Background: an optimization exercise with open tools, aiming at small area, a short achievable clock period and few clock cycles per item. Do not read the settings as production practice.
In this exercise RTL edits were held to simulation tests only and were not proved equivalent to the original.
No activity file was given, so power comes from the tool's default toggle rates.

==> flow/run.sh <==
#!/bin/bash
# synth_recipe.tcl (not shown) runs the flow's synth.tcl, then flattens the netlist and writes it again
# the make line also repeats each setting of config.mk as NAME=value (left out here)
make -C /OpenROAD-flow-scripts/flow DESIGN_CONFIG=/design/flow/config.mk WORK_HOME=/design/flow/orfs CLKGATE_MAP_FILE= SYNTH_SCRIPT=/design/flow/synth_recipe.tcl finish
==> flow/config.mk <==
export PLATFORM = sky130hd
export DESIGN_NAME = ringRouter
export DESIGN_NICKNAME = ringRouter
export VERILOG_FILES = /design/flow/design.v
export SDC_FILE = /design/flow/constraint.sdc
export NUM_CORES = 4
export LEC_CHECK = 0
export CAP_MARGIN = 20
export CORE_MARGIN = 2
export CORE_UTILIZATION = 40
export SLEW_MARGIN = 20
==> flow/constraint.sdc <==
create_clock -name core_clock -period 4.0 [get_ports {clk}]
set_input_delay 0.8000 -clock core_clock [delete_from_list [all_inputs] [get_ports {clk}]]
set_output_delay 0.8000 -clock core_clock [all_outputs]
set_load 0.01 [all_outputs]
==> flow/design.v <==
`default_nettype none
package routerPkg;
    localparam int packetWidth = 64;
    localparam int hopLsb      = 48;     
    localparam int hopWidth    = 8;
    localparam int dirBit      = 62;     
    typedef enum logic {
        dirCw  = 1'b0,
        dirCcw = 1'b1
    } dir_e;
    typedef struct packed {
        logic [packetWidth-dirBit-2:0]        spare;       
        dir_e                                 dir;         
        logic [dirBit-hopLsb-hopWidth-1:0]    reserved;    
        logic [hopWidth-1:0]                  hop;         
        logic [hopLsb-1:0]                    payload;     
    } packet_t;
    localparam int numVc   = 2;
    localparam int numChan = 3;
    typedef enum logic [1:0] {
        chanCw  = 2'd0,
        chanCcw = 2'd1,
        chanPe  = 2'd2
    } chan_e;
    typedef struct packed {
        logic    send;
        packet_t pkt;
    } linkIn_t;
    typedef struct packed {
        logic    send;
        packet_t pkt;
    } linkOut_t;
    typedef struct packed {
        logic    full;
        packet_t pkt;
    } slot_t;
    typedef struct packed {
        logic    write;
        packet_t pkt;
    } xfer_t;
endpackage
`default_nettype wire
`default_nettype none
`timescale 1ns/1ps
import routerPkg::*;
module vcArbiter (
    input  logic clk,
    input  logic reset,
    input  logic polarity,
    input  logic req0,
    input  logic req1,
    output logic grant0,
    output logic grant1
);
    logic [numVc-1:0] favor1;        
    logic             curFavor1;
    logic             conflict;
    assign curFavor1 = favor1[polarity];
    assign conflict  = req0 & req1;
    always_comb begin
        grant0 = req0 & (~req1 | ~curFavor1);
        grant1 = req1 & (~req0 | curFavor1);
    end
    always_ff @(posedge clk) begin
        if (reset) begin
            favor1 <= '0;
        end else if (conflict) begin
            favor1[polarity] <= ~curFavor1;
        end
    end
endmodule
`default_nettype wire
`default_nettype none
`timescale 1ns/1ps
import routerPkg::*;
module inputStage (
    input  logic                                        clk,
    input  logic                                        reset,
    input  logic                                        polarity,
    input  logic [packetWidth:0]                        cwIn,        
    input  logic [packetWidth:0]                        ccwIn,
    input  logic [packetWidth:0]                        peIn,
    output logic                                        cwReady,
    output logic                                        ccwReady,
    output logic                                        peReady,
    output logic [numChan-1:0][numVc-1:0]               slotFull,    
    output logic [numChan-1:0][numVc-1:0][packetWidth-1:0] slotData,
    input  logic [numChan-1:0][numVc-1:0]               readSlot
);
    logic [numChan-1:0][numVc-1:0]      load;
    logic [numChan-1:0]                 linkSend;
    logic [numChan-1:0][packetWidth-1:0] linkPkt;
    logic [numChan-1:0]                 ready;
    logic                               linkVc;
    assign linkVc = ~polarity;       
    assign {linkSend[chanCw], linkPkt[chanCw]}   = cwIn;
    assign {linkSend[chanCcw], linkPkt[chanCcw]} = ccwIn;
    assign {linkSend[chanPe], linkPkt[chanPe]}   = peIn;
    assign cwReady  = ready[chanCw];
    assign ccwReady = ready[chanCcw];
    assign peReady  = ready[chanPe];
    always_comb begin
        for (int ch = 0; ch < numChan; ch++) begin
            ready[ch] = ~(linkVc ? slotFull[ch][1] : slotFull[ch][0]);      
            for (int vc = 0; vc < numVc; vc++) begin
                load[ch][vc] = (vc == int'(linkVc)) & linkSend[ch] & ready[ch];
            end
        end
    end
    always_ff @(posedge clk) begin
        for (int ch = 0; ch < numChan; ch++) begin
            for (int vc = 0; vc < numVc; vc++) begin
                if (reset) begin
                    slotFull[ch][vc] <= 1'b0;
                end else if (load[ch][vc]) begin
                    slotFull[ch][vc] <= 1'b1;
                end else if (readSlot[ch][vc]) begin
                    slotFull[ch][vc] <= 1'b0;        
                end
            end
        end
    end
    always_ff @(posedge clk) begin
        for (int ch = 0; ch < numChan; ch++) begin
            for (int vc = 0; vc < numVc; vc++) begin
                if (load[ch][vc]) begin
                    slotData[ch][vc] <= linkPkt[ch];
                end
            end
        end
    end
endmodule
`default_nettype wire
`default_nettype none
`timescale 1ns/1ps
import routerPkg::*;
module switchAllocator (
    input  logic                                           clk,
    input  logic                                           reset,
    output logic                                           polarity,
    input  logic [numChan-1:0][numVc-1:0]                  slotFull,
    input  logic [numChan-1:0][numVc-1:0][packetWidth-1:0] slotData,
    input  logic [numChan-1:0][numVc-1:0]                  outFull,
    output logic [numChan-1:0][numVc-1:0]                  readSlot,
    output logic [numChan-1:0][numVc-1:0]                  xferWrite,
    output logic [numChan-1:0][numVc-1:0][packetWidth-1:0] xferData
);
    routerPkg::packet_t curCw, curCcw, curPe;          
    routerPkg::packet_t fwdCw, fwdCcw, fwdPe;          
    logic [numChan-1:0]                  curFull;
    routerPkg::chan_e  routeCw, routeCcw, routePe;     
    logic [numChan-1:0]                  outFree;
    logic [numChan-1:0]                  taken;
    logic [numChan-1:0]                  nextWrite;    
    logic [numChan-1:0][packetWidth-1:0] nextData;
    logic reqCwCw, reqPeCw;
    logic reqCcwCcw, reqPeCcw;
    logic reqCwPe, reqCcwPe;
    logic grantCwCw, grantPeCw;
    logic grantCcwCcw, grantPeCcw;
    logic grantCwPe, grantCcwPe;
    always_ff @(posedge clk) begin
        if (reset) begin
            polarity <= 1'b0;
        end else begin
            polarity <= ~polarity;
        end
    end
    always_comb begin
        curCw  = polarity ? slotData[chanCw][1] : slotData[chanCw][0];
        curCcw = polarity ? slotData[chanCcw][1] : slotData[chanCcw][0];
        curPe  = polarity ? slotData[chanPe][1] : slotData[chanPe][0];
        fwdCw      = curCw;
        fwdCw.hop  = curCw.hop >> 1;
        fwdCcw     = curCcw;
        fwdCcw.hop = curCcw.hop >> 1;
        fwdPe      = curPe;
        fwdPe.hop  = curPe.hop >> 1;
        for (int ch = 0; ch < numChan; ch++) begin
            curFull[ch] = polarity ? slotFull[ch][1] : slotFull[ch][0];
            outFree[ch] = ~(polarity ? outFull[ch][1] : outFull[ch][0]);
        end
    end
    always_comb begin
        routeCw  = curCw.hop[0] ? chanCw : chanPe;
        routeCcw = curCcw.hop[0] ? chanCcw : chanPe;
        routePe  = (curPe.dir == dirCw) ? chanCw : chanCcw;
    end
    always_comb begin
        reqCwCw   = curFull[chanCw] && routeCw == chanCw && outFree[chanCw];
        reqCwPe   = curFull[chanCw] && routeCw == chanPe && outFree[chanPe];
        reqCcwCcw = curFull[chanCcw] && routeCcw == chanCcw && outFree[chanCcw];
        reqCcwPe  = curFull[chanCcw] && routeCcw == chanPe && outFree[chanPe];
        reqPeCw   = curFull[chanPe] && routePe == chanCw && outFree[chanCw];
        reqPeCcw  = curFull[chanPe] && routePe == chanCcw && outFree[chanCcw];
    end
    vcArbiter cwArbiter_inst (
        .clk      (clk),
        .reset    (reset),
        .polarity (polarity),
        .req0     (reqCwCw),
        .req1     (reqPeCw),
        .grant0   (grantCwCw),
        .grant1   (grantPeCw)
    );
    vcArbiter ccwArbiter_inst (
        .clk      (clk),
        .reset    (reset),
        .polarity (polarity),
        .req0     (reqCcwCcw),
        .req1     (reqPeCcw),
        .grant0   (grantCcwCcw),
        .grant1   (grantPeCcw)
    );
    vcArbiter peArbiter_inst (
        .clk      (clk),
        .reset    (reset),
        .polarity (polarity),
        .req0     (reqCwPe),
        .req1     (reqCcwPe),
        .grant0   (grantCwPe),
        .grant1   (grantCcwPe)
    );
    always_comb begin
        taken[chanCw]  = grantCwCw | grantCwPe;
        taken[chanCcw] = grantCcwCcw | grantCcwPe;
        taken[chanPe]  = grantPeCw | grantPeCcw;
        nextWrite[chanCw]  = grantCwCw | grantPeCw;
        nextData[chanCw]   = grantPeCw ? fwdPe : fwdCw;
        nextWrite[chanCcw] = grantCcwCcw | grantPeCcw;
        nextData[chanCcw]  = grantPeCcw ? fwdPe : fwdCcw;
        nextWrite[chanPe]  = grantCwPe | grantCcwPe;
        nextData[chanPe]   = grantCcwPe ? fwdCcw : fwdCw;
    end
    always_comb begin
        for (int ch = 0; ch < numChan; ch++) begin
            for (int vc = 0; vc < numVc; vc++) begin
                readSlot[ch][vc]  = (vc == int'(polarity)) & taken[ch];
                xferWrite[ch][vc] = (vc == int'(polarity)) & nextWrite[ch];
                xferData[ch][vc]  = (vc == int'(polarity)) ? nextData[ch] : '0;
            end
        end
    end
endmodule
`default_nettype wire
`default_nettype none
`timescale 1ns/1ps
import routerPkg::*;
module outputStage (
    input  logic                                           clk,
    input  logic                                           reset,
    input  logic                                           polarity,
    input  logic [numChan-1:0][numVc-1:0]                  xferWrite,
    input  logic [numChan-1:0][numVc-1:0][packetWidth-1:0] xferData,
    output logic [numChan-1:0][numVc-1:0]                  outFull,
    input  logic                                           cwOutReady,
    input  logic                                           ccwOutReady,
    input  logic                                           peOutReady,
    output logic [packetWidth:0]                           cwOut,       
    output logic [packetWidth:0]                           ccwOut,
    output logic [packetWidth:0]                           peOut
);
    logic [numChan-1:0][numVc-1:0]                  slotFull;
    logic [numChan-1:0][numVc-1:0][packetWidth-1:0] slotData;
    logic [numChan-1:0][numVc-1:0]                  drain;
    logic [numChan-1:0]                             outReady;
    logic [numChan-1:0]                             linkSend;
    logic [numChan-1:0][packetWidth-1:0]            linkPkt;
    logic                                           linkVc;
    assign linkVc = ~polarity;
    assign outReady[chanCw]  = cwOutReady;
    assign outReady[chanCcw] = ccwOutReady;
    assign outReady[chanPe]  = peOutReady;
    assign cwOut  = {linkSend[chanCw], linkPkt[chanCw]};
    assign ccwOut = {linkSend[chanCcw], linkPkt[chanCcw]};
    assign peOut  = {linkSend[chanPe], linkPkt[chanPe]};
    always_comb begin
        for (int ch = 0; ch < numChan; ch++) begin
            linkSend[ch] = (linkVc ? slotFull[ch][1] : slotFull[ch][0]) & outReady[ch];   
            linkPkt[ch]  = linkVc ? slotData[ch][1] : slotData[ch][0];
            for (int vc = 0; vc < numVc; vc++) begin
                drain[ch][vc]   = (vc == int'(linkVc)) & linkSend[ch];
                outFull[ch][vc] = slotFull[ch][vc];
            end
        end
    end
    always_ff @(posedge clk) begin
        for (int ch = 0; ch < numChan; ch++) begin
            for (int vc = 0; vc < numVc; vc++) begin
                if (reset) begin
                    slotFull[ch][vc] <= 1'b0;
                end else if (xferWrite[ch][vc]) begin
                    slotFull[ch][vc] <= 1'b1;
                end else if (drain[ch][vc]) begin
                    slotFull[ch][vc] <= 1'b0;        
                end
            end
        end
    end
    always_ff @(posedge clk) begin
        for (int ch = 0; ch < numChan; ch++) begin
            for (int vc = 0; vc < numVc; vc++) begin
                if (xferWrite[ch][vc]) begin
                    slotData[ch][vc] <= xferData[ch][vc];
                end
            end
        end
    end
endmodule
`default_nettype wire
`default_nettype none
`timescale 1ns/1ps
import routerPkg::*;
module ringRouter (
    input  logic        clk,
    input  logic        reset,
    input  logic [64:0] cwIn,
    input  logic [64:0] ccwIn,
    input  logic [64:0] peIn,
    output logic        cwReady,
    output logic        ccwReady,
    output logic        peReady,
    output logic [64:0] cwOut,
    output logic [64:0] ccwOut,
    output logic [64:0] peOut,
    input  logic        cwOutReady,
    input  logic        ccwOutReady,
    input  logic        peOutReady,
    output logic        polarity
);
    logic [numChan-1:0][numVc-1:0]                  slotFull;   
    logic [numChan-1:0][numVc-1:0][packetWidth-1:0] slotData;
    logic [numChan-1:0][numVc-1:0]                  readSlot;
    logic [numChan-1:0][numVc-1:0]                  outFull;
    logic [numChan-1:0][numVc-1:0]                  xferWrite;
    logic [numChan-1:0][numVc-1:0][packetWidth-1:0] xferData;
    inputStage inputStage_inst (
        .clk      (clk),
        .reset    (reset),
        .polarity (polarity),
        .cwIn     (cwIn),
        .ccwIn    (ccwIn),
        .peIn     (peIn),
        .cwReady  (cwReady),
        .ccwReady (ccwReady),
        .peReady  (peReady),
        .slotFull (slotFull),
        .slotData (slotData),
        .readSlot (readSlot)
    );
    switchAllocator switchAllocator_inst (
        .clk       (clk),
        .reset     (reset),
        .polarity  (polarity),
        .slotFull  (slotFull),
        .slotData  (slotData),
        .outFull   (outFull),
        .readSlot  (readSlot),
        .xferWrite (xferWrite),
        .xferData  (xferData)
    );
    outputStage outputStage_inst (
        .clk         (clk),
        .reset       (reset),
        .polarity    (polarity),
        .xferWrite   (xferWrite),
        .xferData    (xferData),
        .outFull     (outFull),
        .cwOutReady  (cwOutReady),
        .ccwOutReady (ccwOutReady),
        .peOutReady  (peOutReady),
        .cwOut       (cwOut),
        .ccwOut      (ccwOut),
        .peOut       (peOut)
    );
endmodule
`default_nettype wire
==> results.json <==
{
  "tightest_slew_ns": 1.08,
  "grt_usage": 0.249,
  "yosys-top-cells-area": "edfxtp_1 69%, mux2_2 6.5%, a21oi_1 6.0%, o21ai_0 5.8%, nand3_1 5.7%",
  "clk_path_buf_depth": 3,
  "max_freq_ghz": 0.270,
  "holdWs_ns": 0.518,
  "setup_violations": 0,
  "finalClockSkew_ns": 0.0127,
  "ir_drop_mv": 0.331,
  "synth-seq-cells": 779,
  "synth_warnings": 4,
  "dp_cells": 3745,
  "synth.distinct_cells": 45,
  "finalNonFillerCells": 3904,
  "cts_buffers": 82,
  "area_growth_syn_to_layout_pct": 23.8,
  "rsz0062_at_grt": "false",
  "dieArea_um2": 84500,
  "yosysMostFrequentCell": "edfxtp_1",
  "firstDrtPassIters": 7,
  "postRouteAntennaNets": 0,
  "vias": 23500,
  "p_comb_frac": 0.110,
  "io_pins": 399,
  "cts.clk_slew.worst_paths_ns": 0.06,
  "outcome": "finished clean",
  "critPathMaxFanout": 113,
  "drive_gt1_frac": 0.139,
  "async_reset_ff_frac": 0,
  "power_density_nw_per_um2": 474,
  "power.total_mw": 19.3,
  "vias_per_cell": 6.02,
  "synth_largest_area_cell": "edfxtp_1",
  "gr-total-overflow": 0,
  "p_seq_frac": 0.496,
  "crit_path_end_kind": "output port",
  "cp_data_required_time_ns": 3.20,
  "numPortBuffers": 394,
  "power.share.clock": 0.393,
  "clk_latency_ns": 0.63,
  "clock_sinks": 779,
  "start_kind": "register",
  "post_cts_resize_count": 0,
  "slew_violations": 0,
  "fin_nets": 2959,
  "postLayoutCoreUtil": 0.498,
  "postSynthAreaPerCell_um2": 13.4,
  "synth_ff_type": "edfxtp_1",
  "p_leak_nw": 12.7,
  "detail_route.iter0.violations": 3071,
  "grt_pass1_wl_um": 155000,
  "grt_pass1_vias": 23100,
  "route.detailed.drc": 0,
  "finalHoldViolCount": 0,
  "synth_area_um2": 32900,
  "die_w_um": 291,
  "synth_common_cells": "760 x edfxtp_1, 392 x a21oi_1, 380 x o21ai_0",
  "syn_inst": 2460,
  "synth_top_cell_area_share": 0.694,
  "synth-edff-count": 760,
  "slew_headroom": 0.278,
  "synth.yosys.seq_area_share": 0.706,
  "dp_hpwl_um": 62300,
  "post-route-period-util": 0.925,
  "min_path_type": "reg2reg",
  "cts_tree": "yes",
  "core_area_um2": 81700,
  "postCtsHoldBufs": 0,
  "grt_max_degree": 124,
  "cts-root-buf": "clkbuf_16",
  "wl_um": 109000,
  "htreeDepth": 3,
  "criticalPathCategory": "reg2out",
  "rows": 105,
  "p_switching_mw": 4.65,
  "wl_per_cell_um": 27.9,
  "crit_arrival_ns": 2.90,
  "finalCriticalPeriod_ns": 3.70,
  "globalplace.congestion": 0.810,
  "start_util": 0.402,
  "die_height_um": 291,
  "p_int_mw": 14.6,
  "switching_share": 0.241,
  "antenna_found_initial": 11,
  "drv_cap": 0,
  "post_cts_buffers": 0
}
## placed cells by master, fill, tap and decap left out, drive strengths merged, types with 2 or more instances in the layout
| master | n |
|---|---|
| a211oi | 6 |
| a21boi | 6 |
| a21oi | 392 |
| a221o | 2 |
| a221oi | 4 |
| a31oi | 2 |
| and2 | 2 |
| buf | 56 |
| bufinv | 8 |
| clkbuf | 94 |
| clkdlybuf4s50 | 394 |
| clkinv | 38 |
| clkinvlp | 8 |
| conb | 3 |
| dfxtp | 19 |
| diode | 9 |
| edfxtp | 760 |
| inv | 8 |
| mux2 | 189 |
| mux2i | 9 |
| nand2 | 9 |
| nand3 | 374 |
| nand3b | 3 |
| nand4b | 2 |
| nand4bb | 2 |
| nor2 | 20 |
| nor2b | 2 |
| nor3b | 5 |
| o21ai | 388 |
| o22ai | 4 |
| or3b | 3 |
| xnor2 | 5 |
## cell type report
type,count,area (um^2)
Sequential cell,779,23200
Antenna cell,9,22.5
Fill cell,6992,41000
Multi-Input combinational cell,1440,8770
Inverter,6,30.0
Tap cell,1070,1340
Timing Repair Buffer,450,4650
Clock inverter,56,499
Clock buffer,94,2160
## cells by family after synthesis
logic type | share of synthesized area
compound gates | 0.126
buf+inv | 0.0325
flops | 0.706
simple gates | 0.0664
xor+xnor | 0.00133
mux | 0.0675
other cells | 0.000114
## per-layer routing
| metal | share of wire | up-vias | global-route usage |
|---|---|---|---|
| met5 | 0.00034 | - | 0 |
| met4 | 0.033 | 6 | 0.104 |
| met3 | 0.095 | 213 | 0.0425 |
| met2 | 0.49 | 1458 | 0.409 |
| met1 | 0.39 | 11800 | 0.326 |
| li1 | - | 10000 | - |
## power groups by stage
stage / Sequential [mW] / Clock (mW) / Combinational, mW
after detailed placement: 9.73 / 0 / 2.11
after CTS: 9.56 / 7.70 / 2.13
final: 9.57 / 7.58 / 2.13
after global routing: 9.59 / 8.02 / 2.25
after global placement: 9.72 / 0 / 2.09
after floorplan: 9.70 / 0 / 1.03
## metrics by stage
| stage | instance area, um^2 | TNS, ns | setup WS, ns |
|---|---|---|---|
| floorplan | 32900 | -83.99 | -0.340 |
| global placement | 38000 | 0 | 0.997 |
| detailed placement | 38000 | 0 | 0.884 |
| CTS | 40700 | 0 | 0.313 |
| global route | 40700 | 0 | 0.247 |
| finish | 40700 | 0 | 0.301 |
## flip-flops by register name, summed over array words and instances (netlist names), named ones only
register                       count
inputStage_inst.slotFull           6
inputStage_inst.slotData         382
switchAllocator_inst.polarity      1
outputStage_inst.slotData        378
outputStage_inst.slotFull          6
## worst paths after layout
check | start | endpoint | slack, ns | depth (start not counted)
max | switchAllocator_inst.polarity | peOut[9] | 0.30 | 3
min | outputStage_inst.slotFull[4] | outputStage_inst.slotFull[4] | 0.52 | 2
max reg2reg | switchAllocator_inst.polarity | inputStage_inst.slotFull[5] | 0.87 | 5
min reg2reg | outputStage_inst.slotFull[4] | outputStage_inst.slotFull[4] | 0.52 | 2
## worst max-delay path, cell delays in order, from the launching register on
cell and delay, ns:
dfxtp_4 0.63, buf_12 0.48, mux2_2 0.44, clkdlybuf4s50_1 0.58
Testbench counts, summed over its fixed seeds: cycles 5,601, items 9,600.

## re-timing with driven ports
The flow's constraints put no driver on any port. The routed layout listed below was extracted and timed again, unchanged, in two steps. Step 1 sets driving cells, clkbuf_16 on the clock port and buf_2 on the other inputs (assumed; they add their load-dependent delay and slew). Step 2 moves the port delays by t, midway between the first and last clock arrival at a register: inputs arrive t later, outputs are due t later. That takes back most of the time a late clock gives input paths. Slacks: no drivers / after step 1 / after step 2; pairs: no drivers / after step 1.
t (ns): 0.680
setup WS [ns]: 0.301 / 0.237 / 0.866
worst register clock-pin slew, ns: 0.06 / 0.06
worst slew at a driven data input, ns: 0.13
pins driven straight from the clock port: 1
After both steps setup and hold are still met in this run. For this run, drivers alone change the setup slack by -0.064 ns; drivers and shift together by +0.565 ns.
